Source: an optimization exercise on an open RTL-to-GDS flow (aim: small area and few clock cycles per item). Production flows keep margins and buffers that such runs may drop.
Only simulation tests tie the RTL to the original design; equivalence was not proved.
Power figures rest on the tool's default switching activity, not on a simulated workload.

==> flow/design.v <==
package fqa_pkg;
   localparam int WORD_W = 32;
   localparam int FRAC_W = 8;
   localparam int STEPS_PER_CYC = 2;
   localparam int R_W = 41;
   localparam int S_W = 33;
   localparam logic [WORD_W-1:0] MAX_W = {1'b0, {(WORD_W-1){1'b1}}};
   localparam logic [WORD_W-1:0] MIN_W = {1'b1, {(WORD_W-1){1'b0}}};
   localparam logic [3:0] OP_ADD     = 4'd0;
   localparam logic [3:0] OP_SUB     = 4'd1;
   localparam logic [3:0] OP_MUL     = 4'd2;
   localparam logic [3:0] OP_DIV     = 4'd3;
   localparam logic [3:0] OP_GT      = 4'd4;
   localparam logic [3:0] OP_LT      = 4'd5;
   localparam logic [3:0] OP_GE      = 4'd6;
   localparam logic [3:0] OP_LE      = 4'd7;
   localparam logic [3:0] OP_EQ      = 4'd8;
   localparam logic [3:0] OP_NE      = 4'd9;
   localparam logic [3:0] OP_MIN     = 4'd10;
   localparam logic [3:0] OP_MAX     = 4'd11;
   localparam logic [3:0] OP_INC     = 4'd12;
   localparam logic [3:0] OP_DEC     = 4'd13;
   localparam logic [3:0] OP_TOINT   = 4'd14;
   localparam logic [3:0] OP_FROMINT = 4'd15;
endpackage
import fqa_pkg::*;
module fqa_simple_ops (
   input  logic [3:0]        kind,
   input  logic [WORD_W-1:0] a,
   input  logic [WORD_W-1:0] b,
   output logic [WORD_W-1:0] res,
   output logic              cmp,
   output logic              ovf
);
   logic              sub;
   logic [WORD_W-1:0] op2;
   logic [WORD_W:0]   sum;
   logic              lt_ab, lt_ba, eq, aovf, fi_hi, fi_lo;
   always_comb begin
      sub = 1'b1;
      op2 = b;
      case (kind)
         OP_ADD: begin sub = 1'b0; op2 = b; end
         OP_INC: begin sub = 1'b1; op2 = '1; end
         OP_DEC: begin sub = 1'b0; op2 = '1; end
         default: begin sub = 1'b1; op2 = b; end
      endcase
   end
   assign sum = {a[WORD_W-1], a} + ({op2[WORD_W-1], op2} ^ {(WORD_W+1){sub}}) + (WORD_W+1)'(sub);
   assign aovf = sum[WORD_W] != sum[WORD_W-1];
   assign eq = a == b;
   assign lt_ab = sum[WORD_W];
   assign lt_ba = !lt_ab && !eq;
   assign fi_hi = !a[WORD_W-1] && (a[WORD_W-2:WORD_W-FRAC_W-1] != '0);
   assign fi_lo = a[WORD_W-1] && (a[WORD_W-2:WORD_W-FRAC_W-1] != '1);
   always_comb begin
      res = '0;
      cmp = 1'b0;
      ovf = 1'b0;
      case (kind)
         OP_ADD, OP_SUB, OP_INC, OP_DEC: begin
            ovf = aovf;
            res = aovf ? (a[WORD_W-1] ? MIN_W : MAX_W) : sum[WORD_W-1:0];
         end
         OP_GT: cmp = lt_ba;
         OP_LT: cmp = lt_ab;
         OP_GE: cmp = !lt_ab;
         OP_LE: cmp = !lt_ba;
         OP_EQ: cmp = eq;
         OP_NE: cmp = !eq;
         OP_MIN: res = lt_ab ? a : b;
         OP_MAX: res = lt_ba ? a : b;
         OP_TOINT: res = {{FRAC_W{a[WORD_W-1]}}, a[WORD_W-1:FRAC_W]};
         OP_FROMINT: begin
            ovf = fi_hi || fi_lo;
            res = fi_hi ? MAX_W : fi_lo ? MIN_W : {a[WORD_W-FRAC_W-1:0], {FRAC_W{1'b0}}};
         end
         default: res = '0;
      endcase
   end
endmodule
import fqa_pkg::*;
module fqa_div_stage (
   input  logic              is_div,
   input  logic [R_W-1:0]    r_in,
   input  logic [S_W-1:0]    s_in,
   input  logic              st_in,
   input  logic [WORD_W-1:0] d,
   output logic [R_W-1:0]    r_out,
   output logic [S_W-1:0]    s_out,
   output logic              st_out
);
   logic              x;
   logic [R_W:0]      t;
   logic              take;
   assign x = s_in[S_W-1];
   logic [R_W:0] op2, dx;
   assign dx = {{(R_W+1-WORD_W){1'b0}}, d};
   assign op2 = is_div ? ~dx : (x ? dx : '0);
   assign t = {1'b0, r_in} + op2 + {{R_W{1'b0}}, is_div};
   assign take = is_div ? !t[R_W] : 1'b1;
   assign r_out = {(take ? t[R_W-2:0] : r_in[R_W-2:0]), 1'b0};
   assign s_out = {s_in[S_W-2:0], is_div & take};
   assign st_out = st_in | (is_div ? x : (t[R_W] | t[R_W-1]));
endmodule
import fqa_pkg::*;
module fixed_point_q24_8_alu (
   input  logic              clock,
   input  logic              reset,
   input  logic              req_valid,
   output logic              req_ready,
   input  logic [3:0]        req_kind,
   input  logic [WORD_W-1:0] req_operand_a,
   input  logic [WORD_W-1:0] req_operand_b,
   output logic              rsp_valid,
   input  logic              rsp_ready,
   output logic [WORD_W-1:0] rsp_result_value,
   output logic              rsp_compare_flag,
   output logic              rsp_overflow_flag,
   output logic              rsp_divide_by_zero
);
   function automatic logic [5:0] lzc(logic [WORD_W-1:0] v);
      logic [5:0] n;
      n = 6'd32;
      for (int i = 0; i < WORD_W; i++)
         if (v[i]) n = 6'(WORD_W - 1 - i);
      lzc = n;
   endfunction
   logic              vld, busy, op_div, op_md, neg, sticky, cmp_r, dz_r;
   logic [4:0]        cnt;
   logic [R_W-1:0]    r_q;
   logic [S_W-1:0]    s_q;
   logic [WORD_W-1:0] d_q;
   logic accept;
   assign req_ready = !busy && (!vld || rsp_ready);
   assign accept = req_valid && req_ready;
   logic [WORD_W-1:0] s_res;
   logic              s_cmp, s_ovf;
   fqa_simple_ops u_simple (
      .kind (req_kind),
      .a    (req_operand_a),
      .b    (req_operand_b),
      .res  (s_res),
      .cmp  (s_cmp),
      .ovf  (s_ovf)
   );
   logic              na, nb, is_mul, is_div;
   logic [WORD_W-1:0] ma, mb, a_sh, b_sh;
   logic [5:0]        la, lb, lb_e;
   logic signed [7:0] sa, n_div;
   logic [5:0]        n_mul;
   logic              mul_zero, mul_ovf, div_dz, div_zero, div_ovf;
   logic              start_mul, start_div, imm_sticky, imm_neg;
   assign na = req_operand_a[WORD_W-1];
   assign nb = req_operand_b[WORD_W-1];
   assign ma = na ? (~req_operand_a + WORD_W'(1)) : req_operand_a;
   assign mb = nb ? (~req_operand_b + WORD_W'(1)) : req_operand_b;
   assign la = lzc(ma);
   assign lb = lzc(mb);
   assign is_mul = req_kind == OP_MUL;
   assign is_div = req_kind == OP_DIV;
   assign lb_e = {lb[5:1], 1'b0};
   assign b_sh = mb << lb_e[4:0];
   assign sa = $signed({2'b00, la}) - 8'sd1;
   assign a_sh = ma[WORD_W-1] ? 32'h2000_0000 : (ma << {sa[4:1], 1'b0});
   assign n_div = 8'sd10 - $signed({sa[7:1], 1'b0}) + $signed({2'b00, lb_e});
   assign n_mul = 6'd32 - lb_e;
   assign mul_zero = la[5] | lb[5];
   assign mul_ovf = (7'(la) + 7'(lb)) <= 7'd22;
   assign div_dz = lb[5];
   assign div_zero = la[5] || (n_div <= 8'sd0);
   assign div_ovf = n_div >= 8'sd37;
   assign start_mul = is_mul && !mul_zero && !mul_ovf;
   assign start_div = is_div && !div_dz && !div_zero && !div_ovf;
   assign imm_sticky = s_ovf || (is_mul && mul_ovf) || (is_div && (div_dz || div_ovf));
   assign imm_neg = is_div ? (div_dz ? na : (na ^ nb)) : is_mul ? (na ^ nb) : (s_ovf && s_res[WORD_W-1]);
   logic [R_W-1:0] r_st [0:STEPS_PER_CYC];
   logic [S_W-1:0] s_st [0:STEPS_PER_CYC];
   logic           st_st [0:STEPS_PER_CYC];
   assign r_st[0] = r_q;
   assign s_st[0] = s_q;
   assign st_st[0] = sticky;
   for (genvar i = 0; i < STEPS_PER_CYC; i++) begin : g_step
      fqa_div_stage u_step (
         .is_div (op_div),
         .r_in   (r_st[i]),
         .s_in   (s_st[i]),
         .st_in  (st_st[i]),
         .d      (d_q),
         .r_out  (r_st[i+1]),
         .s_out  (s_st[i+1]),
         .st_out (st_st[i+1])
      );
   end
   always_ff @(posedge clock) begin
      if (reset) begin
         vld <= 1'b0;
         busy <= 1'b0;
      end else if (busy) begin
         if (cnt == 5'd1 || st_st[STEPS_PER_CYC]) begin
            busy <= 1'b0;
            vld <= 1'b1;
         end
      end else if (accept) begin
         busy <= start_mul || start_div;
         vld <= !(start_mul || start_div);
      end else if (rsp_ready) begin
         vld <= 1'b0;
      end
   end
   always_ff @(posedge clock) begin
      if (busy) begin
         r_q <= r_st[STEPS_PER_CYC];
         s_q <= s_st[STEPS_PER_CYC];
         sticky <= st_st[STEPS_PER_CYC];
         cnt <= cnt - 5'd1;
      end else if (accept) begin
         op_div <= start_div;
         op_md <= start_mul || start_div;
         neg <= (start_mul || start_div) ? (na ^ nb) : imm_neg;
         sticky <= (start_mul || start_div) ? 1'b0 : imm_sticky;
         cmp_r <= s_cmp;
         dz_r <= is_div && div_dz;
         cnt <= start_div ? n_div[5:1] : n_mul[5:1];
         r_q <= start_div ? {(R_W-WORD_W)'(0), a_sh} : {s_res, (R_W-WORD_W)'(0)};
         s_q <= start_div ? '0 : {b_sh, 1'b0};
         d_q <= start_div ? b_sh : ma;
      end
   end
   logic [WORD_W-1:0] m;
   logic              rb, ovf_c, ovf;
   assign m = op_div ? s_q[S_W-1:1] : r_q[R_W-1:R_W-WORD_W];
   assign rb = op_div ? s_q[0] : r_q[R_W-WORD_W-1];
   assign ovf_c = op_md && (neg ? (m[WORD_W-1] && ((|m[WORD_W-2:0]) || rb))
                                : (m[WORD_W-1] || ((&m[WORD_W-2:0]) && rb)));
   assign ovf = sticky || ovf_c;
   assign rsp_valid = vld;
   assign rsp_result_value = ovf ? (neg ? MIN_W : MAX_W)
                                 : ((m ^ {WORD_W{neg}}) + WORD_W'(neg ^ rb));
   assign rsp_compare_flag = cmp_r;
   assign rsp_overflow_flag = ovf;
   assign rsp_divide_by_zero = dz_r;
endmodule
==> flow/run.sh <==
#!/bin/bash
# synth_recipe.tcl (not shown) runs the flow's synth.tcl, then flattens the netlist and writes it again
# the make line also repeats each setting of config.mk as NAME=value (left out here)
make -C /OpenROAD-flow-scripts/flow DESIGN_CONFIG=/design/flow/config.mk WORK_HOME=/design/flow/orfs CLKGATE_MAP_FILE= SYNTH_SCRIPT=/design/flow/synth_recipe.tcl finish
==> flow/config.mk <==
export PLATFORM = sky130hd
export DESIGN_NAME = fixed_point_q24_8_alu
export DESIGN_NICKNAME = fixed_point_q24_8_alu
export VERILOG_FILES = /design/flow/design.v
export SDC_FILE = /design/flow/constraint.sdc
export NUM_CORES = 4
export LEC_CHECK = 0
export CAP_MARGIN = 20
export CORE_MARGIN = 2
export CORE_UTILIZATION = 40
export SLEW_MARGIN = 20
==> flow/constraint.sdc <==
create_clock -name core_clock -period 15.0 [get_ports {clock}]
set_input_delay 3.0000 -clock core_clock [delete_from_list [all_inputs] [get_ports {clock}]]
set_output_delay 3.0000 -clock core_clock [all_outputs]
set_load 0.01 [all_outputs]
==> results of run 1 <==
==> state kept, by name, summed over array words and instances (netlist names) <==
signal	cells
op_md	1
d_q	32
cnt	5
busy	1
op_div	1
vld	1
dz_r	1
sticky	1
cmp_r	1
neg	1
r_q	41
s_q	33
==> synth_stat cells (all sizes together) (11+ instances only) <==
cell and number:
edfxtp 116, o22ai 39, o21ai 232, or4 12, a221o 16, o32ai 16
clkbuf 164, a21oi 272, o311ai 11, nand2b 36, mux2i 139, mux4 27
ha 140, a31oi 35, inv 100, xnor2 119, o21a 43, nor3 76
a32oi 13, o21bai 18, buf 68, mux2 41, a211oi 32, or2 23
nor2b 57, o41ai 14, nor4 50, o211ai 28, or3 34, xor2 142
nand4 31, nand3 62, o31ai 61, a21o 124, and2 19, and3 27
nand2 269, nor2 269, a21boi 15, o221ai 38
==> routing by layer <==
metal	vias to the layer above	GRT usage, %	share of wire, %
li1	11955	-	-
met1	12453	43.9	42
met2	1425	51.8	44
met3	249	4.15	8.6
met4	2	15.8	5.6
met5	-	0	0.012
==> worst min-delay path by stage <==
| stage | slack [ns] | depth (start not counted) | endpoint | startpoint |
|---|---|---|---|---|
| final | 0.51 | 2 | vld$_SDFFE_PP0P_ | vld$_SDFFE_PP0P_ |
| after global routing | 0.54 | 2 | vld$_SDFFE_PP0P_ | vld$_SDFFE_PP0P_ |
| after CTS | 0.51 | 2 | vld$_SDFFE_PP0P_ | vld$_SDFFE_PP0P_ |
| after detailed placement | 0.50 | 2 | vld$_SDFFE_PP0P_ | vld$_SDFFE_PP0P_ |
| after global placement | 0.49 | 2 | vld$_SDFFE_PP0P_ | vld$_SDFFE_PP0P_ |
| after floorplan | 0.48 | 2 | r_q[0]$_SDFFE_PP0P_ | r_q[0]$_SDFFE_PP0P_ |
==> logic make-up after synthesis <==
| logic type | Yosys count | synth area share [%] |
|---|---|---|
| buffers and inverters | 333 | 5.55 |
| muxes | 207 | 10.3 |
| DFF | 119 | 14.8 |
| adders and majority gates | 146 | 7.81 |
| AOI/OAI and AO/OA | 1123 | 31.2 |
| and+or+nand+nor | 1009 | 20.8 |
| xor gates and xnor gates | 261 | 9.54 |
==> area by class of cell <==
type,count,area [µm²]
inverter,101,379
fill,6050,33100
clock buffer,17,425
timing repair buffer,157,1440
clock inverter,15,141
multi-input combinational,2746,19200
tap,773,967
sequential,119,3540
==> per-stage QoR <==
stage | worst slack (ns) | hold slack [ns]
after floorplan | 4.53 | 0.480
after global placement | 2.48 | 0.488
after detailed placement | 2.27 | 0.496
after CTS | 2.67 | 0.507
after global routing | 1.75 | 0.536
final | 2.52 | 0.507
==> power by group <==
group / switching [W] / leakage, nW / internal (W)
combinational: 0.000905 / 8.89 / 0.000559
sequential: 0.0000435 / 1.17 / 0.000411
clock: 0.000172 / 0.278 / 0.000231
total: 0.00112 / 10.3 / 0.00120
==> critical path, delay by kind of cell <==
family | cells | cell delay, ns
AO/OA/AOI/OAI | 9 | 2.36
XOR/XNOR | 1 | 0.46
adder cells (fa/ha/maj) | 4 | 1.21
buffers and inverters | 5 | 2.16
multiplexers | 1 | 0.24
AND/OR/NAND/NOR | 11 | 3.24
==> impl_results.md, run 1 <==
* Ys Warns at 8
* Crit path largest cell delay at 0.76 ns
* Largest net degree at the start of global routing at 81
* Leak Pwr at 10.3 nW
* Syn_nets at 3,416
* Vias per inst at 6.64
* Peak Freq at 80.1 MHz
* RR Startpoint: op_div$_DFFE_PP_
* Clock sink count at 119
* Total power at 0.00232 W
* Synthesized area per cell at 7.49 µm²
* Pin slew with the least headroom to its limit at 1.11 ns
* Final setup fails at 0
* Dominant cell type by area after synthesis: edfxtp_1
* Crit path top cell by count: ha_1
* Total negative slack at 0 ns
* Placed instance count at 3,896
* WL final at 105 mm
* Htree depth at 4
* Most common cell after layout, fill and taps aside: a21oi_1
* Worst vdd ir at 0.0780 mV
* Synth Register Bits at 119
* ANT nets after route at 0
* CP max-delay cell: clkdlybuf4s50_1
* Layout cell share with drive strength beyond 1 at 7.07%
* Crit path required time at 15.26 ns
* Maximum clock path buffer count at 2
* Worst slew margin at 23.6%
* Critical Path Start: req_operand_a[0]
* RSZ-0062 raised after global routing: no
* Gates resized, CTS repair at 0
* Root buf cell: clkbuf_16
* Final slew viol count at 0
* Number of synthesized flops with an enable pin at 116
* MaxCap Viol Count at 0
* Cell area after layout at 26,100 µm²
* Async SR Flop Fraction at 0%
* Core area at 59,100 µm²
* Crit path kind: input port to register
* RD Place Congestion at 1.00
* N_diodes at 0
* Worst Setup EP: r_q[23]$_DFFE_PP_
* Post-Synthesis Cells at 3,198
* Die width at 249 µm
* DIE AREA at 61,900 µm²
* Final hold vios at 0
* Die height at 249 µm
* Clock skew at 0.0178 ns
* Mapped cell area at 24,000 µm²
* Final nets at 3,360
* GRT Overall Usage at 32.6%
* Area grow syn2layout at 8.72%
* Crit-path max FO at 51
* CTS tree: built
* Hold Crit Class: register to register
* Number of remaining DRC errors at 0
* Ys flop type: edfxtp_1
* Post-CTS Setup Bufs at 0
* Worst reg2reg setup slack at 3.70 ns
* Fin crit share at 83.2%
* Pwr/cell area at 89.1 nW/µm²
* Most frequent cells in the layout: 270 x a21oi_1, 268 x nand2_1, 267 x nor2_1
* Global-route wire length before repair at 156 mm
* Worst setup EP type: register
* CP arrival at 12.75 ns
* WL/cell at 26.8 µm
* Clock Latency Late Sink at 0.44 ns
* Iteration count of the initial detailed-routing pass at 6
* Share of Yosys cell area claimed by the top area cell type at 14.5%
* Outcome: timing/DRC/antenna clean
* Unique masters post-synth at 99
* Worst setup SP type: input port
* Register area share after synthesis at 14.8%
* R2R cell count at 39
* DR iter-0 viols at 3,376
* IO buf count at 108
* # rows at 89
* Vias at 26,084
* I/O pin count at 109
* Global route overflow at 0
* Antenna violations before repair at 4
* Synth area leaders: edfxtp_1 15%, ha_1 7.3%, mux2i_1 5.8%
* Starting density of the core at 40.5%
* Worst r2r dst: r_q[1]$_DFFE_PP_
* Count of non-filler cells in the finished layout at 3,928
* Minimum clock period at 12.48 ns
* Hold buffer count at CTS at 0
* Inserted Clock Buffers at 17
* Hpwl dp at 82.2 mm
* Cell Area, Placed at 25,500 µm²
* Vias in the first global route at 24,033
* Reg clk slew, reported paths at 0.06 ns
* Finished Core Util at 44.1%
Testbench counts, summed over its fixed seeds: cycles 25,507, items 16,000.
==> inputs of run 2 (changes only) <==
--- a/flow/design.v
+++ b/flow/design.v
@@ -91,16 +91,20 @@
    output logic              st_out
 );
-   logic              x;
-   logic [R_W:0]      t;
-   logic              take;
+   localparam int HI_W = R_W - WORD_W - 1;    
+   logic              x, c33, take;
+   logic [WORD_W:0]   op2;
+   logic [WORD_W+1:0] t;
+   logic [HI_W-1:0]   hi;
+   logic              hi_c;
    assign x = s_in[S_W-1];
-   logic [R_W:0] op2, dx;
-   assign dx = {{(R_W+1-WORD_W){1'b0}}, d};
-   assign op2 = is_div ? ~dx : (x ? dx : '0);
-   assign t = {1'b0, r_in} + op2 + {{R_W{1'b0}}, is_div};
-   assign take = is_div ? !t[R_W] : 1'b1;
-   assign r_out = {(take ? t[R_W-2:0] : r_in[R_W-2:0]), 1'b0};
-   assign s_out = {s_in[S_W-2:0], is_div & take};
-   assign st_out = st_in | (is_div ? x : (t[R_W] | t[R_W-1]));
+   assign op2 = is_div ? {1'b1, ~d} : {1'b0, d & {WORD_W{x}}};
+   assign t = {1'b0, r_in[WORD_W:0]} + {1'b0, op2} + {{(WORD_W+1){1'b0}}, is_div};
+   assign c33 = t[WORD_W+1];
+   assign {hi_c, hi} = {1'b0, r_in[R_W-1:WORD_W+1]} + {{HI_W{1'b0}}, c33 & !is_div};
+   assign take = !is_div || c33;
+   assign r_out = {hi[HI_W-2:0] & {(HI_W-1){!is_div}},
+                   (take ? t[WORD_W:0] : r_in[WORD_W:0]), 1'b0};
+   assign s_out = {s_in[S_W-2:0], is_div & c33};
+   assign st_out = st_in | (is_div ? x : (hi_c | hi[HI_W-1]));
 endmodule
 import fqa_pkg::*;
@@ -120,10 +124,13 @@
    output logic              rsp_divide_by_zero
 );
-   function automatic logic [5:0] lzc(logic [WORD_W-1:0] v);
-      logic [5:0] n;
-      n = 6'd32;
-      for (int i = 0; i < WORD_W; i++)
-         if (v[i]) n = 6'(WORD_W - 1 - i);
-      lzc = n;
+   function automatic logic [WORD_W-1:0] inc_w(logic [WORD_W-1:0] x, logic c);
+      logic [WORD_W-1:0] y;
+      logic              cc;
+      cc = c;
+      for (int i = 0; i < WORD_W; i++) begin
+         y[i] = x[i] ^ cc;
+         cc = cc & x[i];
+      end
+      inc_w = y;
    endfunction
    logic              vld, busy, op_div, op_md, neg, sticky, cmp_r, dz_r;
@@ -156,14 +163,28 @@
    assign ma = na ? (~req_operand_a + WORD_W'(1)) : req_operand_a;
    assign mb = nb ? (~req_operand_b + WORD_W'(1)) : req_operand_b;
-   assign la = lzc(ma);
-   assign lb = lzc(mb);
+   logic [WORD_W-1:0] av [0:4];
+   logic [WORD_W-1:0] bv [0:4];
+   logic [4:1]        za, zb;
+   assign av[0] = ma;
+   assign bv[0] = mb;
+   for (genvar l = 0; l < 4; l++) begin : g_norm
+      localparam int SH = 16 >> l;
+      assign za[4-l] = av[l][WORD_W-1 -: SH] == '0;
+      assign zb[4-l] = bv[l][WORD_W-1 -: SH] == '0;
+      assign av[l+1] = za[4-l] ? {av[l][WORD_W-SH-1:0], {SH{1'b0}}} : av[l];
+      assign bv[l+1] = zb[4-l] ? {bv[l][WORD_W-SH-1:0], {SH{1'b0}}} : bv[l];
+   end
+   assign la = (av[4][WORD_W-1:WORD_W-2] == 2'b00) ? 6'd32 : {1'b0, za, !av[4][WORD_W-1]};
+   assign lb = (bv[4][WORD_W-1:WORD_W-2] == 2'b00) ? 6'd32 : {1'b0, zb, !bv[4][WORD_W-1]};
    assign is_mul = req_kind == OP_MUL;
    assign is_div = req_kind == OP_DIV;
-   assign lb_e = {lb[5:1], 1'b0};
-   assign b_sh = mb << lb_e[4:0];
-   assign sa = $signed({2'b00, la}) - 8'sd1;
-   assign a_sh = ma[WORD_W-1] ? 32'h2000_0000 : (ma << {sa[4:1], 1'b0});
-   assign n_div = 8'sd10 - $signed({sa[7:1], 1'b0}) + $signed({2'b00, lb_e});
-   assign n_mul = 6'd32 - lb_e;
+   assign lb_e = {1'b0, zb, 1'b0};
+   assign b_sh = bv[4];
+   assign a_sh = av[4][WORD_W-1] ? {2'b00, av[4][WORD_W-1:2]} : av[4];
+   assign sa = $signed({3'b000, za, 1'b0}) - (av[4][WORD_W-1] ? 8'sd2 : 8'sd0);
+   assign n_div = 8'sd10 - sa + $signed({2'b00, lb_e});
+   logic mx_a;
+   assign mx_a = za >= zb;
+   assign n_mul = 6'd32 - (mx_a ? {1'b0, za, 1'b0} : lb_e);
    assign mul_zero = la[5] | lb[5];
    assign mul_ovf = (7'(la) + 7'(lb)) <= 7'd22;
@@ -174,5 +195,5 @@
    assign start_div = is_div && !div_dz && !div_zero && !div_ovf;
    assign imm_sticky = s_ovf || (is_mul && mul_ovf) || (is_div && (div_dz || div_ovf));
-   assign imm_neg = is_div ? (div_dz ? na : (na ^ nb)) : is_mul ? (na ^ nb) : (s_ovf && s_res[WORD_W-1]);
+   assign imm_neg = (is_div && div_dz) ? na : (na ^ nb);
    logic [R_W-1:0] r_st [0:STEPS_PER_CYC];
    logic [S_W-1:0] s_st [0:STEPS_PER_CYC];
@@ -216,14 +237,14 @@
          cnt <= cnt - 5'd1;
       end else if (accept) begin
-         op_div <= start_div;
-         op_md <= start_mul || start_div;
-         neg <= (start_mul || start_div) ? (na ^ nb) : imm_neg;
-         sticky <= (start_mul || start_div) ? 1'b0 : imm_sticky;
+         op_div <= is_div;
+         op_md <= is_mul || is_div;
+         neg <= (is_mul || is_div) ? imm_neg : (s_ovf && s_res[WORD_W-1]);
+         sticky <= imm_sticky;
          cmp_r <= s_cmp;
          dz_r <= is_div && div_dz;
-         cnt <= start_div ? n_div[5:1] : n_mul[5:1];
-         r_q <= start_div ? {(R_W-WORD_W)'(0), a_sh} : {s_res, (R_W-WORD_W)'(0)};
-         s_q <= start_div ? '0 : {b_sh, 1'b0};
-         d_q <= start_div ? b_sh : ma;
+         cnt <= is_div ? n_div[5:1] : n_mul[5:1];
+         r_q <= is_div ? {(R_W-WORD_W)'(0), a_sh} : {s_res, (R_W-WORD_W)'(0)};
+         s_q <= is_mul ? {(mx_a ? av[4] : b_sh), 1'b0} : '0;
+         d_q <= is_div ? b_sh : mx_a ? mb : ma;
       end
    end
@@ -237,5 +258,5 @@
    assign rsp_valid = vld;
    assign rsp_result_value = ovf ? (neg ? MIN_W : MAX_W)
-                                 : ((m ^ {WORD_W{neg}}) + WORD_W'(neg ^ rb));
+                                 : inc_w(m ^ {WORD_W{neg}}, neg ^ rb);
    assign rsp_compare_flag = cmp_r;
    assign rsp_overflow_flag = ovf;
==> run 2 against run 1 <==
Routed wire length shrank 5.0%. Die area fell by 8.3%. Via count decreased by 7.8%. Largest cell class unchanged. Largest power group unchanged.
==> impl_results.md, run 2 <==
* Htree depth at 4 (unchanged)
* Core area at 54,000 µm² (-8.6%)
* Hpwl dp at 78.9 mm (-4.0%)
* Area grow syn2layout at 9.59%
* Vias in the first global route at 22,096 (-8.1%)
* CP delay by family, top: adder cells
* Register area share after synthesis at 16.1% (+1.4 points)
* WL/cell at 27.8 µm (+4.0%)
* Async SR Flop Fraction at 0% (unchanged)
* Cell count along the critical path at 38 (+23%)
* Crit path required time at 12.00 ns (-3.26 ns)
* CTS tree: built
* Global route overflow at 0 (unchanged)
* Final hold vios at 0 (unchanged)
* Worst Setup EP: rsp_result_value[31]
* Hold Crit Class: register to register
* RD Place Congestion at 1.05 (+4.6%)
* Final nets at 3,112 (-7.4%)
* RSZ-0062 raised after global routing: no
* DIE AREA at 56,800 µm² (-8.3%)
* Worst slew margin at 19.7% (-3.8 points)
* Critical Path Start: op_div$_DFFE_PP_
* R2R cell count at 43 (+10%)
* Synth Register Bits at 119 (unchanged)
* Pin slew with the least headroom to its limit at 1.19 ns (+0.0738 ns)
* Fin crit share at 81.0% (-2.3 points)
* I/O pin count at 109 (unchanged)
* Crit path kind: register to output port
* CP arrival at 9.14 ns (-3.61 ns)
* Max FFs per register at 41 (unchanged)
* Global-route wire length before repair at 146 mm (-6.2%)
* Worst vdd ir at 0.0827 mV (+6.0%)
* Syn_nets at 3,164 (-7.4%)
* Minimum clock period at 12.14 ns (-0.342 ns)
* Most common cell in the netlist: nor2_1
* Worst hold slack at 0.536 ns (+0.0293 ns)
* Leak Pwr at 10.1 nW (-1.9%)
* GRT Overall Usage at 34.0% (+1.4 points)
* Most frequent cells in the layout: 305 x nor2_1, 275 x nand2_1, 206 x a21oi_1
* Largest Register: r_q
* Antenna violations before repair at 1 (-3)
* MaxCap Viol Count at 0 (unchanged)
* Worst Path Buf+Inv at 2 (-3)
* Starting density of the core at 40.6% (+0.10 points)
* Die width at 238 µm (-4.2%)
* Unique masters post-synth at 100 (+1.0%)
* Number of remaining DRC errors at 0 (unchanged)
* ANT nets after route at 0 (unchanged)
* Crit path top cell by count: ha_1
* # rows at 85 (-4.5%)
* Clock Latency Late Sink at 0.43 ns (about the same)
* N_diodes at 0 (unchanged)
* Worst setup SP type: register
* Post-Synthesis Cells at 2,931 (-8.3%)
* Crit path largest cell delay at 0.84 ns (+0.08 ns)
* IO buf count at 108 (unchanged)
* Layout cell share with drive strength beyond 1 at 5.91% (-1.2 points)
* Dominant cell type by area after synthesis: edfxtp_1
* Most frequent cells after synthesis: 307 x nor2_1, 275 x nand2_1, 209 x a21oi_1, 192 x o21ai_0, 164 x clkbuf_1
* Largest net degree at the start of global routing at 73 (-9.9%)
* Peak Freq at 82.4 MHz (+2.8%)
* Most common cell after layout, fill and taps aside: nor2_1
* RR Startpoint: op_div$_DFFE_PP_
* Finished Core Util at 44.5% (+0.47 points)
* Sequential Area at 3540 µm² (unchanged)
* Crit-path max FO at 17 (-67%)
* Vias at 24,044 (-7.8%)
* Reg clk slew, reported paths at 0.06 ns (about the same)
* Ys Warns at 12 (+4)
* Final setup fails at 0 (unchanged)
* Die height at 238 µm (-4.2%)
* Pwr/cell area at 101 nW/µm² (+13%)
* Ys flop type: edfxtp_1
* DR iter-0 viols at 2,748 (-19%)
* Worst reg2reg setup slack at 3.51 ns (-0.19 ns)
* Worst setup EP type: output port
* Total negative slack at 0 ns (unchanged)
* Final slew viol count at 0 (unchanged)
* Iteration count of the initial detailed-routing pass at 6 (unchanged)
* WL final at 99.9 mm (-5.0%)
* Biggest regs: r_q (41), s_q (33), d_q (32)
* Synth area leaders: edfxtp_1 16%, ha_1 8.8%, mux2i_1 6.4%
* Root buf cell: clkbuf_16
* CP max-delay cell: edfxtp_1
* Clock skew at 0.0147 ns (-0.00309 ns)
* Mapped cell area at 22,000 µm² (-8.4%)
* Worst r2r dst: vld$_SDFFE_PP0P_
* Inserted Clock Buffers at 17 (unchanged)
* Fill count at 5,496 (-9.2%)
* Synthesized area per cell at 7.49 µm² (about the same)
* Post-CTS Setup Bufs at 0 (unchanged)
* Area of the multi-input gates at 17,300 µm² (-9.6%)
* Number of synthesized flops with an enable pin at 116 (unchanged)
* Hold buffer count at CTS at 0 (unchanged)
* Outcome: timing/DRC/antenna clean
* Clock sink count at 119 (unchanged)
* Maximum clock path buffer count at 2 (unchanged)
* Gates resized, CTS repair at 0 (unchanged)
* Share of Yosys cell area claimed by the top area cell type at 15.9% (+1.3 points)
* Vias per inst at 6.70 (+0.91%)
[run 2: changes by cell type in the layout (fill, tap and decap cells not counted), moves of 18 or more]
cell	change
o21ai_0	-36
mux4_2	-27
o31ai_1	-29
inv_1	-28
nor2_1	+38
a21o_1	+22
nor3_1	-41
a21oi_1	-64
nor2b_1	-23
o211ai_1	+18
[run 2: final cells by class]
cell class                 count  share of cell area, %
sequential                   119                   14.7
timing repair buffer         155                   5.94
clock buffer                  25                   2.02
multi-input combinational   2514                   72.0
tap                          696                   3.62
clock inverter                 7                  0.598
inverter                      72                   1.13
[run 2: cell families after synthesis]
family                     count (synthesis)  synth area share (%)
muxes                                    170                  7.92
and+or+nand+nor                          919                  19.7
DFF                                      119                  16.1
xor gates and xnor gates                 274                  10.9
AOI/OAI and AO/OA                        989                  30.4
buffers and inverters                    298                  5.51
adders and majority gates                162                  9.43
[run 2: worst min-delay path, delay by kind of cell, from the launching register on]
kind | cells | cell delay [ns]
flip-flops | 1 | 0.34
AO/OA/AOI/OAI | 1 | 0.08
buffers and inverters | 1 | 0.06
[run 2: how the worst min path moves through the flow]
stage                                    from                   to  slack, ns  cells after the start
after floorplan           r_q[0]$_SDFFE_PP0P_  r_q[0]$_SDFFE_PP0P_       0.49                      2
after global placement    r_q[0]$_SDFFE_PP0P_  r_q[0]$_SDFFE_PP0P_       0.52                      2
after detailed placement  r_q[0]$_SDFFE_PP0P_  r_q[0]$_SDFFE_PP0P_       0.54                      2
after CTS                 r_q[0]$_SDFFE_PP0P_  r_q[0]$_SDFFE_PP0P_       0.54                      2
after global routing      r_q[0]$_SDFFE_PP0P_  r_q[0]$_SDFFE_PP0P_       0.57                      2
final                     r_q[0]$_SDFFE_PP0P_  r_q[0]$_SDFFE_PP0P_       0.54                      2
[run 2: where the power goes]
| part | total (W) | leakage (nW) | switching [W] | internal [W] |
|---|---|---|---|---|
| clock | 0.000440 | 0.298 | 0.000149 | 0.000291 |
| combinational | 0.00151 | 8.67 | 0.000945 | 0.000566 |
| sequential | 0.000472 | 1.18 | 0.0000551 | 0.000417 |
[run 2: per-layer routing]
layer	GRT usage, %	routed length [µm]	vias up
li1	-	-	10800
met1	46.6	42300	11585
met2	52.0	43100	1392
met3	3.99	8320	265
met4	18.6	6200	2
met5	0	14	-
[run 2: stage by stage]
step                      setup slack [ns]  power (W)  area [µm²]  cells
after CTS                             2.83    0.00238       24100   3588
after global routing                  2.44    0.00253       24100   3588
final                                 2.86    0.00242       24100   3588
after floorplan                       3.72    0.00144       22000   2931
after global placement                3.20    0.00192       23400   3556
after detailed placement              3.08    0.00193       23400   3556
Testbench counts of run 2, summed over its fixed seeds: cycles 23,173, items 16,000.
==> inputs of run 3 (changes only) <==
--- a/flow/design.v
+++ b/flow/design.v
@@ -29,4 +29,7 @@
    input  logic [WORD_W-1:0] a,
    input  logic [WORD_W-1:0] b,
+   input  logic [WORD_W:0]   sum,
+   output logic [WORD_W:0]   add_b,
+   output logic              add_c,
    output logic [WORD_W-1:0] res,
    output logic              cmp,
@@ -35,5 +38,4 @@
    logic              sub;
    logic [WORD_W-1:0] op2;
-   logic [WORD_W:0]   sum;
    logic              lt_ab, lt_ba, eq, aovf, fi_hi, fi_lo;
    always_comb begin
@@ -47,7 +49,8 @@
       endcase
    end
-   assign sum = {a[WORD_W-1], a} + ({op2[WORD_W-1], op2} ^ {(WORD_W+1){sub}}) + (WORD_W+1)'(sub);
+   assign add_b = {op2[WORD_W-1], op2} ^ {(WORD_W+1){sub}};
+   assign add_c = sub;
    assign aovf = sum[WORD_W] != sum[WORD_W-1];
-   assign eq = a == b;
+   assign eq = sum[WORD_W-1:0] == '0;
    assign lt_ab = sum[WORD_W];
    assign lt_ba = !lt_ab && !eq;
@@ -61,5 +64,5 @@
          OP_ADD, OP_SUB, OP_INC, OP_DEC: begin
             ovf = aovf;
-            res = aovf ? (a[WORD_W-1] ? MIN_W : MAX_W) : sum[WORD_W-1:0];
+            res = sum[WORD_W-1:0];
          end
          OP_GT: cmp = lt_ba;
@@ -74,5 +77,5 @@
          OP_FROMINT: begin
             ovf = fi_hi || fi_lo;
-            res = fi_hi ? MAX_W : fi_lo ? MIN_W : {a[WORD_W-FRAC_W-1:0], {FRAC_W{1'b0}}};
+            res = {a[WORD_W-FRAC_W-1:0], {FRAC_W{1'b0}}};
          end
          default: res = '0;
@@ -81,6 +84,13 @@
 endmodule
 import fqa_pkg::*;
-module fqa_div_stage (
+module fqa_div_stage #(
+   parameter bit SHARED = 1'b0
+) (
    input  logic              is_div,
+   input  logic              use_alt,
+   input  logic [WORD_W:0]   alt_a,
+   input  logic [WORD_W:0]   alt_b,
+   input  logic              alt_c,
+   output logic [WORD_W:0]   sum,
    input  logic [R_W-1:0]    r_in,
    input  logic [S_W-1:0]    s_in,
@@ -92,5 +102,5 @@
 );
    localparam int HI_W = R_W - WORD_W - 1;    
-   logic              x, c33, take;
+   logic              x, c33, dsub;
    logic [WORD_W:0]   op2;
    logic [WORD_W+1:0] t;
@@ -98,12 +108,23 @@
    logic              hi_c;
    assign x = s_in[S_W-1];
-   assign op2 = is_div ? {1'b1, ~d} : {1'b0, d & {WORD_W{x}}};
-   assign t = {1'b0, r_in[WORD_W:0]} + {1'b0, op2} + {{(WORD_W+1){1'b0}}, is_div};
+   assign dsub = is_div & !r_in[WORD_W+1];
+   assign op2 = ({1'b0, d} & {(WORD_W+1){is_div | x}}) ^ {(WORD_W+1){dsub}};
+   logic [WORD_W:0] aa, bb;
+   logic            cc;
+   if (SHARED) begin : g_sh
+      assign aa = use_alt ? alt_a : r_in[WORD_W:0];
+      assign bb = use_alt ? alt_b : op2;
+      assign cc = use_alt ? alt_c : dsub;
+   end else begin : g_nsh
+      assign aa = r_in[WORD_W:0];
+      assign bb = op2;
+      assign cc = dsub;
+   end
+   assign t = {1'b0, aa} + {1'b0, bb} + {{(WORD_W+1){1'b0}}, cc};
+   assign sum = t[WORD_W:0];
    assign c33 = t[WORD_W+1];
    assign {hi_c, hi} = {1'b0, r_in[R_W-1:WORD_W+1]} + {{HI_W{1'b0}}, c33 & !is_div};
-   assign take = !is_div || c33;
-   assign r_out = {hi[HI_W-2:0] & {(HI_W-1){!is_div}},
-                   (take ? t[WORD_W:0] : r_in[WORD_W:0]), 1'b0};
-   assign s_out = {s_in[S_W-2:0], is_div & c33};
+   assign r_out = {hi[HI_W-2:0], t[WORD_W:0], 1'b0};
+   assign s_out = {s_in[S_W-2:0], is_div & !t[WORD_W]};
    assign st_out = st_in | (is_div ? x : (hi_c | hi[HI_W-1]));
 endmodule
@@ -144,8 +165,13 @@
    logic [WORD_W-1:0] s_res;
    logic              s_cmp, s_ovf;
+   logic [WORD_W:0] sh_sum, sh_b;
+   logic            sh_c;
    fqa_simple_ops u_simple (
       .kind (req_kind),
       .a    (req_operand_a),
       .b    (req_operand_b),
+      .sum  (sh_sum),
+      .add_b(sh_b),
+      .add_c(sh_c),
       .res  (s_res),
       .cmp  (s_cmp),
@@ -199,10 +225,17 @@
    logic [S_W-1:0] s_st [0:STEPS_PER_CYC];
    logic           st_st [0:STEPS_PER_CYC];
+   logic [WORD_W:0] sum_st [0:STEPS_PER_CYC-1];
    assign r_st[0] = r_q;
    assign s_st[0] = s_q;
    assign st_st[0] = sticky;
+   assign sh_sum = sum_st[0];
    for (genvar i = 0; i < STEPS_PER_CYC; i++) begin : g_step
-      fqa_div_stage u_step (
+      fqa_div_stage #(.SHARED(i == 0)) u_step (
          .is_div (op_div),
+         .use_alt(!busy),
+         .alt_a  ({req_operand_a[WORD_W-1], req_operand_a}),
+         .alt_b  (sh_b),
+         .alt_c  (sh_c),
+         .sum    (sum_st[i]),
          .r_in   (r_st[i]),
          .s_in   (s_st[i]),
@@ -239,5 +272,5 @@
          op_div <= is_div;
          op_md <= is_mul || is_div;
-         neg <= (is_mul || is_div) ? imm_neg : (s_ovf && s_res[WORD_W-1]);
+         neg <= (is_mul || is_div) ? imm_neg : (s_ovf && req_operand_a[WORD_W-1]);
          sticky <= imm_sticky;
          cmp_r <= s_cmp;
--- a/flow/config.mk
+++ b/flow/config.mk
@@ -9,3 +9,4 @@
 export CORE_MARGIN = 2
 export CORE_UTILIZATION = 40
+export CTS_BUF_LIST = sky130_fd_sc_hd__clkbuf_8
 export SLEW_MARGIN = 20
==> run 3 against run 2 <==
Clock power is 37% lower. Clock skew is 0.0013 ns lower. Setup slack worse by 1.5 ns. Largest power group unchanged. Critical path type is now input port to register. Combinational power is 12% higher. Cell area is 4.3% lower. Still clean on timing, DRC and antenna. Power is 1.2% higher. Non-clock buffer count is 68 higher. Die area is 5.0% lower.
==> impl_results.md, run 3 <==
* Ys flop type: edfxtp_1
* ANT nets after route at 0 (unchanged)
* Worst setup EP type: register
* Largest Register: r_q
* GRT Overall Usage at 41.3% (+7.3 points)
* Die width at 232 µm (-2.5%)
* RSZ-0062 raised after global routing: no
* Global-route wire length before repair at 159 mm (+9.3%)
* Clock skew at 0.0134 ns (-0.00128 ns)
* Power Internal at 0.00116 W (-9.0%)
* Gates resized, CTS repair at 0 (unchanged)
* Number of remaining DRC errors at 0 (unchanged)
* Crit path kind: input port to register
* Core area at 51,400 µm² (-4.9%)
* Most frequent cells in the layout: 216 x nor2_1, 210 x nand2_1, 185 x xnor2_1, 185 x o21ai_0, 178 x a21oi_1
* Synth Register Bits at 119 (unchanged)
* Inserted Clock Buffers at 17 (unchanged)
* Met2 usage at 62.2% (+10 points)
* Worst setup SP type: input port
* Crit path top cell by count: a21o_1
* Post-Synthesis Cells at 2,693 (-8.1%)
* Seq pwr share at 19.8% (+0.3 points)
* RD Place Congestion at 1.09 (+4.1%)
* WL/cell at 33.6 µm (+21%)
* DR iter-0 viols at 3,602 (+31%)
* Biggest regs: r_q (41), s_q (33), d_q (32)
* Logic pwr share at 68.8% (+6.5 points)
* DIE AREA at 53,900 µm² (-5.0%)
* CTS tree: built
* Root buf cell: clkbuf_8
* Unique masters post-synth at 106 (+6.0%)
* Async SR Flop Fraction at 0% (unchanged)
* Synthesized area per cell at 7.74 µm² (+3.3%)
* Final setup fails at 0 (unchanged)
* CP delay by family, top: compound AO/OA/AOI/OAI gates
* Layout cell share with drive strength beyond 1 at 10.5% (+4.6 points)
* Sequential Area at 3550 µm² (about the same)
* Hpwl dp at 90.3 mm (+14%)
* Dominant cell type by area after synthesis: edfxtp_1
* Global route overflow at 0 (unchanged)
* Met1 Resource Use GR at 53.5% (+6.9 points)
* Sw Ratio at 52.7% (+5.3 points)
* P_sw at 0.00129 W (+12%)
* Crit path largest cell delay at 0.55 ns (-0.29 ns)
* WL final at 115 mm (+15%)
* Outcome: timing/DRC/antenna clean
* Area grow syn2layout at 10.5%
* Mapped cell area at 20,800 µm² (-5.1%)
* Area of the multi-input gates at 16,000 µm² (-7.3%)
* Synth area leaders: edfxtp_1 17%, xnor2_1 7.8%, ha_1 7.5%
* Antenna violations before repair at 7 (+6)
* Iteration count of the initial detailed-routing pass at 6 (unchanged)
* Maximum clock path buffer count at 2 (unchanged)
* Pwr/cell area at 106 nW/µm² (+5.7%)
* CP max-delay cell: clkdlybuf4s50_1
* Most frequent cells after synthesis: 220 x nor2_1, 210 x nand2_1, 188 x o21ai_0, 186 x xnor2_1, 183 x a21oi_1
* Worst Path Buf+Inv at 6 (+4)
* MaxCap Viol Count at 0 (unchanged)
* Worst slack, placed at 1.07 ns (-2.01 ns)
* Peak Freq at 73.2 MHz (-11%)
* I/O pin count at 109 (unchanged)
* Total negative slack at 0 ns (unchanged)
* Minimum clock period at 13.66 ns (+1.52 ns)
* Fill count at 5,200 (-5.4%)
* Pin slew with the least headroom to its limit at 1.13 ns (-0.0572 ns)
* Syn_nets at 2,895 (-8.5%)
* Clock Latency Late Sink at 0.50 ns (+0.07 ns)
* Hold buffer count at CTS at 0 (unchanged)
* Final slew viol count at 0 (unchanged)
* CP arrival at 14.03 ns (+4.89 ns)
* Die height at 232 µm (-2.5%)
* Clock sink count at 119 (unchanged)
* Final nets at 2,922 (-6.1%)
* Htree depth at 4 (unchanged)
* Fin crit share at 91.1% (+10 points)
* IO buf count at 108 (unchanged)
* Crit path required time at 15.37 ns (+3.37 ns)
* Crit-path max FO at 9 (-8)
* Vias at 23,779 (-1.1%)
* Worst vdd ir at 0.0486 mV (-41%)
* Reg clk slew, reported paths at 0.08 ns (+0.02 ns)
* Worst slew margin at 24.0% (+4.3 points)
* Post-CTS Setup Bufs at 0 (unchanged)
* Global routing usage on met3 at 10.0% (+6.0 points)
* Number of synthesized flops with an enable pin at 116 (unchanged)
* Clock network fraction of design power at 11.4% (-6.8 points)
* Most common cell after layout, fill and taps aside: nor2_1
* Ys Warns at 13 (+1)
* Most Used Layer, Global Route: met2
* Largest net degree at the start of global routing at 65 (-11%)
* Final hold vios at 0 (unchanged)
* Most common cell in the netlist: nor2_1
* Vias in the first global route at 21,643 (-2.1%)
* # rows at 83 (-2.4%)
* Total power at 0.00245 W (+1.2%)
* Starting density of the core at 40.5% (-0.11 points)
* Hold Crit Class: register to register
* Vias per inst at 6.97 (+3.9%)
* Max FFs per register at 41 (unchanged)
* Leak Pwr at 8.67 nW (-15%)
* Register area share after synthesis at 17.0% (+0.87 points)
* Share of Yosys cell area claimed by the top area cell type at 16.7% (+0.85 points)
* Setup ws final at 1.34 ns (-1.52 ns)
==> run 3: cell types whose count changed after synthesis, moves of 26 or more <==
cell      change
nor3_1       +32
a21oi_1      -26
a221oi_1     +40
nand2_1      -65
xor2_1       -86
o22ai_1      +30
o221ai_1     -32
xnor2_1      +54
nor2_1       -87
ha_1         -30
a21o_1       -73
==> run 3: final cells by class <==
cell class	instances	area share, %
repair buffers	223	8.50
clock buffers	17	1.02
flip-flops and latches	119	15.4
diodes	1	0.0109
well taps	680	3.70
multi-input cells	2288	69.7
clock inverters	15	0.506
inverters	71	1.16
==> run 3: worst paths after layout <==
path,from,endpoint,slack (ns),depth (start not counted)
max,req_kind[3],vld$_SDFFE_PP0P_,1.34,47
min,r_q[0]$_SDFFE_PP0P_,r_q[0]$_SDFFE_PP0P_,0.49,2
max reg2reg,op_div$_DFFE_PP_,vld$_SDFFE_PP0P_,3.10,46
min reg2reg,r_q[0]$_SDFFE_PP0P_,r_q[0]$_SDFFE_PP0P_,0.49,2
==> run 3: cells by family (layout without fill, tap and decap cells) <==
| group | count (synthesis) | in the layout | share of synthesized area (%) |
|---|---|---|---|
| flops | 119 | 119 | 17.0 |
| xor+xnor | 242 | 242 | 10.2 |
| other cells | 0 | 1 | 0 |
| buf+inv | 286 | 326 | 6.34 |
| simple gates | 825 | 825 | 19.7 |
| fa+ha+maj | 130 | 130 | 7.99 |
| mux | 178 | 178 | 8.92 |
| compound gates | 913 | 913 | 29.9 |
==> run 3: stage by stage <==
stage	area, µm²	cells	hold slack [ns]	utilization (%)
2_1_floorplan	20800	2693	0.425	-
3_3_place_gp	22600	3380	0.450	44.1
3_5_place_dp	22700	3380	0.462	44.1
4_1_cts	23000	3412	0.480	44.7
5_1_grt	23000	3413	0.510	44.8
6_report	23000	3414	0.490	44.8
==> run 3: power groups by stage <==
stage,Sequential [W],Combinational [W],Clock (W)
floorplan,0.000450,0.00104,0
global placement,0.000489,0.00163,0
detailed placement,0.000489,0.00162,0
finish,0.000486,0.00169,0.000278
global route,0.000486,0.00177,0.000289
CTS,0.000481,0.00163,0.000277
==> run 3: routing by layer <==
layer | vias to the layer above | part of all wire (%) | wire length, µm
met5 | - | 0.010 | 12
met4 | 2 | 6.9 | 7860
met3 | 346 | 12 | 13300
met2 | 1676 | 42 | 48500
met1 | 11447 | 39 | 45000
li1 | 10308 | - | -
==> run 3: worst min-delay path, delay by kind of cell, from the launching register on <==
kind | cells | cell delay (ns)
AOI/OAI and AO/OA | 1 | 0.06
DFF | 1 | 0.34
and+or+nand+nor | 1 | 0.05
Testbench counts of run 3, summed over its fixed seeds: cycles 23,173, items 16,000.
==> inputs of run 4 (changes only) <==
==> flow/flow/run.sh (new file) <==
#!/bin/bash
# Standard layout, with the port buffers made of buf_2 cells.
set -e
export BUFFER_PORTS_ARGS="-buffer_cell sky130_fd_sc_hd__buf_2"
bash standard.sh > standard.log 2>&1
==> flow/standard.sh (new file) <==
#!/bin/bash
# synth_recipe.tcl (not shown) runs the flow's synth.tcl, then flattens the netlist and writes it again
# the make line also repeats each setting of config.mk as NAME=value (left out here)
make -C /OpenROAD-flow-scripts/flow DESIGN_CONFIG=/design/flow/config.mk WORK_HOME=/design/flow/orfs CLKGATE_MAP_FILE= SYNTH_SCRIPT=/design/flow/synth_recipe.tcl "${@:-finish}"
removed: flow/run.sh
==> run 4 against run 3 <==
Still clean on timing, DRC and antenna. Power fell by 0.84%. Maximum frequency rose by 1.1%. Flip-flop and latch count is the same. Clock power rose by 15%. Sequential share of layout area is 0.53 points higher. Via count barely moved. Routed wire length increased by 0.81%. Global-route usage up 0.49 points. Hold slack lost 0.0099 ns. Critical path type unchanged. Largest cell class unchanged.
==> impl_results.md, run 4 <==
* Vias in the first global route at 21,678 (+0.16%)
* Fill count at 5,347 (+2.8%)
* Crit path required time at 15.37 ns (about the same)
* Fin crit share at 90.1% (-0.97 points)
* Clock Latency Late Sink at 0.50 ns (about the same)
* Crit path kind: input port to register
* Area of the multi-input gates at 16,000 µm² (about the same)
* Pin slew with the least headroom to its limit at 1.13 ns (-0.00524 ns)
* Clock skew at 0.0184 ns (+0.00503 ns)
* Number of remaining DRC errors at 0 (unchanged)
* Setup ws final at 1.48 ns (+0.146 ns)
* Worst slack, placed at 1.18 ns (+0.109 ns)
* Global route overflow at 0 (unchanged)
* Vias at 23,795 (+0.067%)
* Final nets at 2,886 (-1.2%)
* Cell Area, Placed at 21,800 µm² (-3.6%)
* DR iter-0 viols at 3,551 (-1.4%)
* Largest net degree at the start of global routing at 72 (+11%)
* Dominant cell type by area after synthesis: edfxtp_1
* MaxCap Viol Count at 0 (unchanged)
* Ys flop type: edfxtp_1
* Crit path largest cell delay at 0.53 ns (-0.02 ns)
* Total power at 0.00243 W (-0.84%)
* Synth area leaders: edfxtp_1 17%, xnor2_1 7.8%, ha_1 7.5%
* Root buf cell: clkbuf_8
* GRT Overall Usage at 41.8% (+0.49 points)
* Htree depth at 4 (unchanged)
* Die width at 232 µm (unchanged)
* Post-CTS Setup Bufs at 0 (unchanged)
* Total negative slack at 0 ns (unchanged)
* Syn_nets at 2,895 (unchanged)
* Final slew viol count at 0 (unchanged)
* Ys Warns at 13 (unchanged)
* Maximum clock path buffer count at 2 (unchanged)
* WL/cell at 34.2 µm (+1.9%)
* Most frequent cells in the layout: 216 x nor2_1, 210 x nand2_1, 187 x o21ai_0
* Hold buffer count at CTS at 0 (unchanged)
* Mapped cell area at 20,800 µm² (unchanged)
* Layout cell share with drive strength beyond 1 at 13.4% (+2.9 points)
* Hpwl dp at 90.8 mm (+0.64%)
* Antenna violations before repair at 9 (+2)
* Crit-path max FO at 30 (+21)
* Share of Yosys cell area claimed by the top area cell type at 16.7% (unchanged)
* Area grow syn2layout at 6.79%
* Most common cell after layout, fill and taps aside: nor2_1
* ANT nets after route at 0 (unchanged)
* Peak Freq at 74.0 MHz (+1.1%)
* Max FFs per register at 41 (unchanged)
* Reg clk slew, reported paths at 0.08 ns (about the same)
* Largest Register: r_q
* RD Place Congestion at 1.07 (-1.5%)
* # rows at 83 (unchanged)
* Worst slew margin at 24.9% (+0.89 points)
* Most common cell in the netlist: nor2_1
* I/O pin count at 109 (unchanged)
* Minimum clock period at 13.52 ns (-0.146 ns)
* Cell area after layout at 22,200 µm² (-3.3%)
* Finished Core Util at 43.3% (-1.5 points)
* CTS tree: built
* Global-route wire length before repair at 162 mm (+1.5%)
* Core area at 51,400 µm² (unchanged)
* Worst setup EP type: register
* Sequential Area at 3550 µm² (unchanged)
* Pwr/cell area at 109 nW/µm² (+2.6%)
* Inserted Clock Buffers at 17 (unchanged)
* Gates resized, CTS repair at 0 (unchanged)
* Biggest regs: r_q (41), s_q (33), d_q (32)
* IO buf count at 108 (unchanged)
* RSZ-0062 raised after global routing: no
* Final hold vios at 0 (unchanged)
* Final setup fails at 0 (unchanged)
* WL final at 116 mm (+0.81%)
* Worst setup SP type: input port
* Clock sink count at 119 (unchanged)
* Unique masters post-synth at 106 (unchanged)
* Synthesized area per cell at 7.74 µm² (unchanged)
* Leak Pwr at 8.52 nW (-1.7%)
* Synth Register Bits at 119 (unchanged)
* CP arrival at 13.89 ns (-0.14 ns)
* Worst vdd ir at 0.0622 mV (+28%)
* Register area share after synthesis at 17.0% (unchanged)
* Vias per inst at 7.04 (+1.1%)
* Die height at 232 µm (unchanged)
* Iteration count of the initial detailed-routing pass at 8 (+2)
* Starting density of the core at 40.5% (unchanged)
* Hold Crit Class: register to register
* DIE AREA at 53,900 µm² (unchanged)
* Outcome: timing/DRC/antenna clean
* CP max-delay cell: buf_4
* Post-Synthesis Cells at 2,693 (unchanged)
* Async SR Flop Fraction at 0% (unchanged)
* Most frequent cells after synthesis: 220 x nor2_1, 210 x nand2_1, 188 x o21ai_0, 186 x xnor2_1, 183 x a21oi_1
* Number of synthesized flops with an enable pin at 116 (unchanged)
[run 4: area by class of cell]
| type | count | share of cell area [%] |
|---|---|---|
| Tap cell | 680 | 3.82 |
| Clock inverter | 15 | 0.765 |
| Timing Repair Buffer | 187 | 5.10 |
| Antenna cell | 2 | 0.0225 |
| Multi-Input combinational cell | 2288 | 72.1 |
| Sequential cell | 119 | 15.9 |
| Inverter | 71 | 1.20 |
| Clock buffer | 17 | 1.05 |
[run 4: kinds of logic after synthesis]
kind of cell | count (synthesis) | share of synthesized area (%)
flip-flops | 119 | 17.0
adder cells (fa/ha/maj) | 130 | 7.99
XOR/XNOR | 242 | 10.2
buffers and inverters | 286 | 6.34
AO/OA/AOI/OAI | 913 | 29.9
multiplexers | 178 | 8.92
AND/OR/NAND/NOR | 825 | 19.7
[run 4: per-layer routing]
metal  GRT usage (%)  vias up  wire length (µm)
met5               0        -                34
li1                -    10255                 -
met4            23.5        4              7660
met2            62.3     1676             48600
met1            56.3    11515             46800
met3            7.90      345             12500
[run 4: report_power, final]
part           internal [W]  switching [W]  total [W]  leakage, nW
Combinational      0.000570        0.00105    0.00162         7.13
Sequential         0.000419      0.0000675   0.000486         1.18
Clock              0.000152       0.000169   0.000321        0.211
[run 4: path summary, 6_finish.rpt]
kind,startpoint,end,slack [ns],cells after the start
worst min register to register,r_q[0]$_SDFFE_PP0P_,r_q[0]$_SDFFE_PP0P_,0.48,2
worst min-delay path,r_q[0]$_SDFFE_PP0P_,r_q[0]$_SDFFE_PP0P_,0.48,2
worst max register to register,op_div$_DFFE_PP_,vld$_SDFFE_PP0P_,3.11,46
worst max-delay path,req_kind[3],vld$_SDFFE_PP0P_,1.48,45
[run 4: stage by stage]
| step | hold slack, ns | std cells |
|---|---|---|
| 5_1_grt | 0.516 | 3377 |
| 4_1_cts | 0.484 | 3377 |
| 2_1_floorplan | 0.425 | 2693 |
| 3_5_place_dp | 0.464 | 3345 |
| 6_report | 0.480 | 3379 |
| 3_3_place_gp | 0.450 | 3345 |
[run 4: worst max-delay path: cells and delay by family]
| kind | cells | cell delay, ns |
|---|---|---|
| mux | 2 | 0.30 |
| xor+xnor | 1 | 0.19 |
| simple gates | 7 | 1.98 |
| fa+ha+maj | 4 | 1.13 |
| compound gates | 25 | 5.71 |
| buf+inv | 6 | 1.56 |
==> inputs of run 5 (changes only) <==
--- a/flow/config.mk
+++ b/flow/config.mk
@@ -8,5 +8,5 @@
 export CAP_MARGIN = 20
 export CORE_MARGIN = 2
-export CORE_UTILIZATION = 40
+export CORE_UTILIZATION = 60
 export CTS_BUF_LIST = sky130_fd_sc_hd__clkbuf_8
 export SLEW_MARGIN = 20
==> run 5 against run 4 <==
Still clean. Critical path depth down 1. Cell area down 2.4%. Sequential share of layout area up 0.39 points. Via count up 1.5%. Flip-flop and latch count unchanged. Combinational power about the same. Largest power group unchanged.
==> impl_results.md, run 5 <==
* Outcome: timing/DRC/antenna clean
* Cell Area, Placed at 21,300 µm² (-2.3%)
* Final setup fails at 0 (unchanged)
* Area of the multi-input gates at 16,000 µm² (about the same)
* Fill count at 3,063 (-43%)
* Leak Pwr at 8.35 nW (-2.0%)
* Worst setup EP type: register
* Critical Path Start: req_kind[3]
* Root buf cell: clkbuf_8
* Gates resized, CTS repair at 0 (unchanged)
* Worst slew margin at 20.9% (-4.0 points)
* Worst reg2reg setup slack at 2.09 ns (-1.02 ns)
* RR Startpoint: op_div$_DFFE_PP_
* Biggest regs: r_q (41), s_q (33), d_q (32)
* CTS tree: built
* Worst r2r dst: vld$_SDFFE_PP0P_
* Reg clk slew, reported paths at 0.09 ns (about the same)
* Crit path kind: input port to register
* Global route overflow at 0 (unchanged)
* Hold Path End: r_q[0]$_SDFFE_PP0P_
* Ys flop type: edfxtp_1
* Count of non-filler cells in the finished layout at 3,127 (-7.5%)
* Most common cell in the netlist: nor2_1
* Starting density of the core at 60.6% (+20 points)
* Ys Warns at 13 (unchanged)
* Die height at 190 µm (-18%)
* RD Place Congestion at 1.11 (+3.6%)
* Most frequent cells in the layout: 215 x nor2_1, 210 x nand2_1, 187 x o21ai_0
* Pin slew with the least headroom to its limit at 1.16 ns (+0.0307 ns)
* Post-Synthesis Cells at 2,693 (unchanged)
* Final slew viol count at 0 (unchanged)
* Synth Register Bits at 119 (unchanged)
* Core area at 34,400 µm² (-33%)
* Final hold vios at 0 (unchanged)
* Worst hold slack at 0.482 ns (+0.00150 ns)
* Number of remaining DRC errors at 0 (unchanged)
* Synthesized area per cell at 7.74 µm² (unchanged)
* Clock sink count at 119 (unchanged)
* CP arrival at 14.59 ns (+0.70 ns)
* Crit path largest cell delay at 0.85 ns (+0.32 ns)
* Most frequent cells after synthesis: 220 x nor2_1, 210 x nand2_1, 188 x o21ai_0, 186 x xnor2_1, 183 x a21oi_1
* Share of Yosys cell area claimed by the top area cell type at 16.7% (unchanged)
* Maximum clock path buffer count at 2 (unchanged)
* Syn_nets at 2,895 (unchanged)
* Crit path required time at 15.35 ns (-0.02 ns)
* Hold buffer count at CTS at 0 (unchanged)
* MaxCap Viol Count at 0 (unchanged)
* Largest net degree at the start of global routing at 75 (+4.2%)
* Vias in the first global route at 21,923 (+1.1%)
* Worst hold path startpoint: r_q[0]$_SDFFE_PP0P_
* GRT Overall Usage at 53.2% (+11 points)
* Iteration count of the initial detailed-routing pass at 14 (+6)
* Inserted Clock Buffers at 17 (unchanged)
* Clock Latency Late Sink at 0.47 ns (-0.03 ns)
* Worst setup SP type: input port
* Hold path depth at 2 (unchanged)
* I/O pin count at 109 (unchanged)
* ANT nets after route at 0 (unchanged)
* Global-route wire length before repair at 142 mm (-12%)
* Antenna violations before repair at 5 (-4)
* Fin crit share at 94.9% (+4.8 points)
* Layout cell share with drive strength beyond 1 at 12.5% (-0.86 points)
* Hpwl dp at 75.5 mm (-17%)
* Vias per inst at 7.72 (+9.7%)
* R2R cell count at 45 (-2.2%)
* Final nets at 2,856 (-1.0%)
* WL final at 98.5 mm (-15%)
* # rows at 68 (-18%)
* Vias at 24,149 (+1.5%)
* Peak Freq at 70.2 MHz (-5.0%)
* Largest Register: r_q
* Die width at 190 µm (-18%)
* Post-CTS Setup Bufs at 0 (unchanged)
* Max FFs per register at 41 (unchanged)
* Minimum clock period at 14.24 ns (+0.718 ns)
* Area grow syn2layout at 4.25%
* Unique masters post-synth at 106 (unchanged)
* Dominant cell type by area after synthesis: edfxtp_1
* CP max-delay cell: a2111oi_0
* Hold Crit Class: register to register
* WL/cell at 31.5 µm (-7.9%)
* Htree depth at 4 (unchanged)
* DR iter-0 viols at 4,512 (+27%)
* Register area share after synthesis at 17.0% (unchanged)
* Clock skew at 0.0180 ns (-0.000418 ns)
* Worst vdd ir at 0.129 mV (+110%)
* Pwr/cell area at 108 nW/µm² (-0.91%)
* Sequential Area at 3550 µm² (unchanged)
* DIE AREA at 36,200 µm² (-33%)
* Synth area leaders: edfxtp_1 17%, xnor2_1 7.8%, ha_1 7.5%
* RSZ-0062 raised after global routing: no
* Finished Core Util at 63.2% (+20 points)
* Number of synthesized flops with an enable pin at 116 (unchanged)
* Crit-path max FO at 30 (unchanged)
* Mapped cell area at 20,800 µm² (unchanged)
* Async SR Flop Fraction at 0% (unchanged)
* IO buf count at 108 (unchanged)
* Total negative slack at 0 ns (unchanged)
* Most common cell after layout, fill and taps aside: nor2_1
* Placed instance count at 3,090 (-7.6%)
* Cell area after layout at 21,700 µm² (-2.4%)
==> run 5: cells by family (layout without fill, tap and decap cells) <==
kind of cell / Yosys count / count (layout) / synth area share [%]
mux: 178 / 178 / 8.92
buf+inv: 286 / 260 / 6.34
fa+ha+maj: 130 / 130 / 7.99
compound gates: 913 / 913 / 29.9
xor+xnor: 242 / 242 / 10.2
simple gates: 825 / 825 / 19.7
flops: 119 / 119 / 17.0
other cells: 0 / 5 / 0
==> run 5: power breakdown <==
| group | switching [W] | internal (W) |
|---|---|---|
| logic | 0.00103 | 0.000557 |
| registers | 0.0000641 | 0.000419 |
| clock network | 0.000161 | 0.000120 |
==> run 5: layer usage <==
metal  vias to the layer above  wire length (µm)  track usage, %
met4                         6              9600            40.7
li1                      10199                 -               -
met3                       574             16400            19.8
met2                      2348             38200            73.5
met1                     11022             34200            66.3
met5                         -               141            3.16
==> run 5: final cells by class <==
class                           instances  area share, %
Antenna cell                            5         0.0576
Clock buffer                           17           1.08
Clock inverter                         15          0.605
Inverter                               71           1.23
Multi-Input combinational cell       2288           73.9
Sequential cell                       119           16.3
Tap cell                              455           2.62
Timing Repair Buffer                  157           4.18
==> run 5: worst max-delay path by stage <==
stage	slack (ns)	cells past startpoint	endpoint
2_1_floorplan	2.02	46	vld$_SDFFE_PP0P_
3_5_place_dp	0.91	44	vld$_SDFFE_PP0P_
6_report	0.76	44	vld$_SDFFE_PP0P_
4_1_cts	1.40	44	vld$_SDFFE_PP0P_
3_3_place_gp	1.14	44	vld$_SDFFE_PP0P_
5_1_grt	0.74	44	vld$_SDFFE_PP0P_
==> run 5: metrics by stage <==
step | power (W) | worst slack (ns)
2_1_floorplan | 0.00149 | 2.02
3_3_place_gp | 0.00194 | 1.14
3_5_place_dp | 0.00196 | 0.905
4_1_cts | 0.00224 | 1.40
5_1_grt | 0.00243 | 0.740
6_report | 0.00235 | 0.764
==> run 5: worst max-delay path, delay by kind of cell <==
family	cells	cell delay, ns
AOI/OAI and AO/OA	25	7.04
xor gates and xnor gates	1	0.15
adders and majority gates	5	1.47
buffers and inverters	4	0.70
muxes	2	0.29
and+or+nand+nor	7	1.92

## re-timing with driven ports
The results above use ideal ports. As a check the final layouts listed here were re-extracted and re-timed, cells and wires unchanged.
Step 1 (the two cells are an assumption about what drives the block):
set clk [get_ports {clock}]
set_driving_cell -lib_cell sky130_fd_sc_hd__clkbuf_16 $clk
set_driving_cell -lib_cell sky130_fd_sc_hd__buf_2 [delete_from_list [all_inputs] $clk]
Step 2 moves the port delays by t, midway between the first and last clock arrival at a register: inputs arrive t later, outputs are due t later. That takes back most of the time a late clock gives input paths.
Three values: ideal ports, drivers, drivers and shift; two values: the first two.
| run | t, ns | setup slack, ns | hold slack, ns | pins driven straight from the clock port |
|---|---|---|---|---|
| run 1 | 0.487 | 2.515 / 2.547 / 2.059 | 0.507 / 0.507 / 0.507 | 1 |
| run 2 | 0.480 | 2.857 / 2.806 / 2.818 | 0.536 / 0.536 / 0.536 | 1 |
| run 3 | 0.542 | 1.336 / 1.361 / 0.819 | 0.490 / 0.490 / 0.490 | 1 |
| run 4 | 0.552 | 1.482 / 1.522 / 0.970 | 0.480 / 0.480 / 0.480 | 1 |
| run 5 | 0.522 | 0.764 / 0.804 / 0.282 | 0.482 / 0.482 / 0.482 | 1 |
After both steps every run listed still meets setup and hold. For run 3, which loses most, drivers alone change the setup slack by +0.025 ns; drivers and shift together by -0.517 ns.
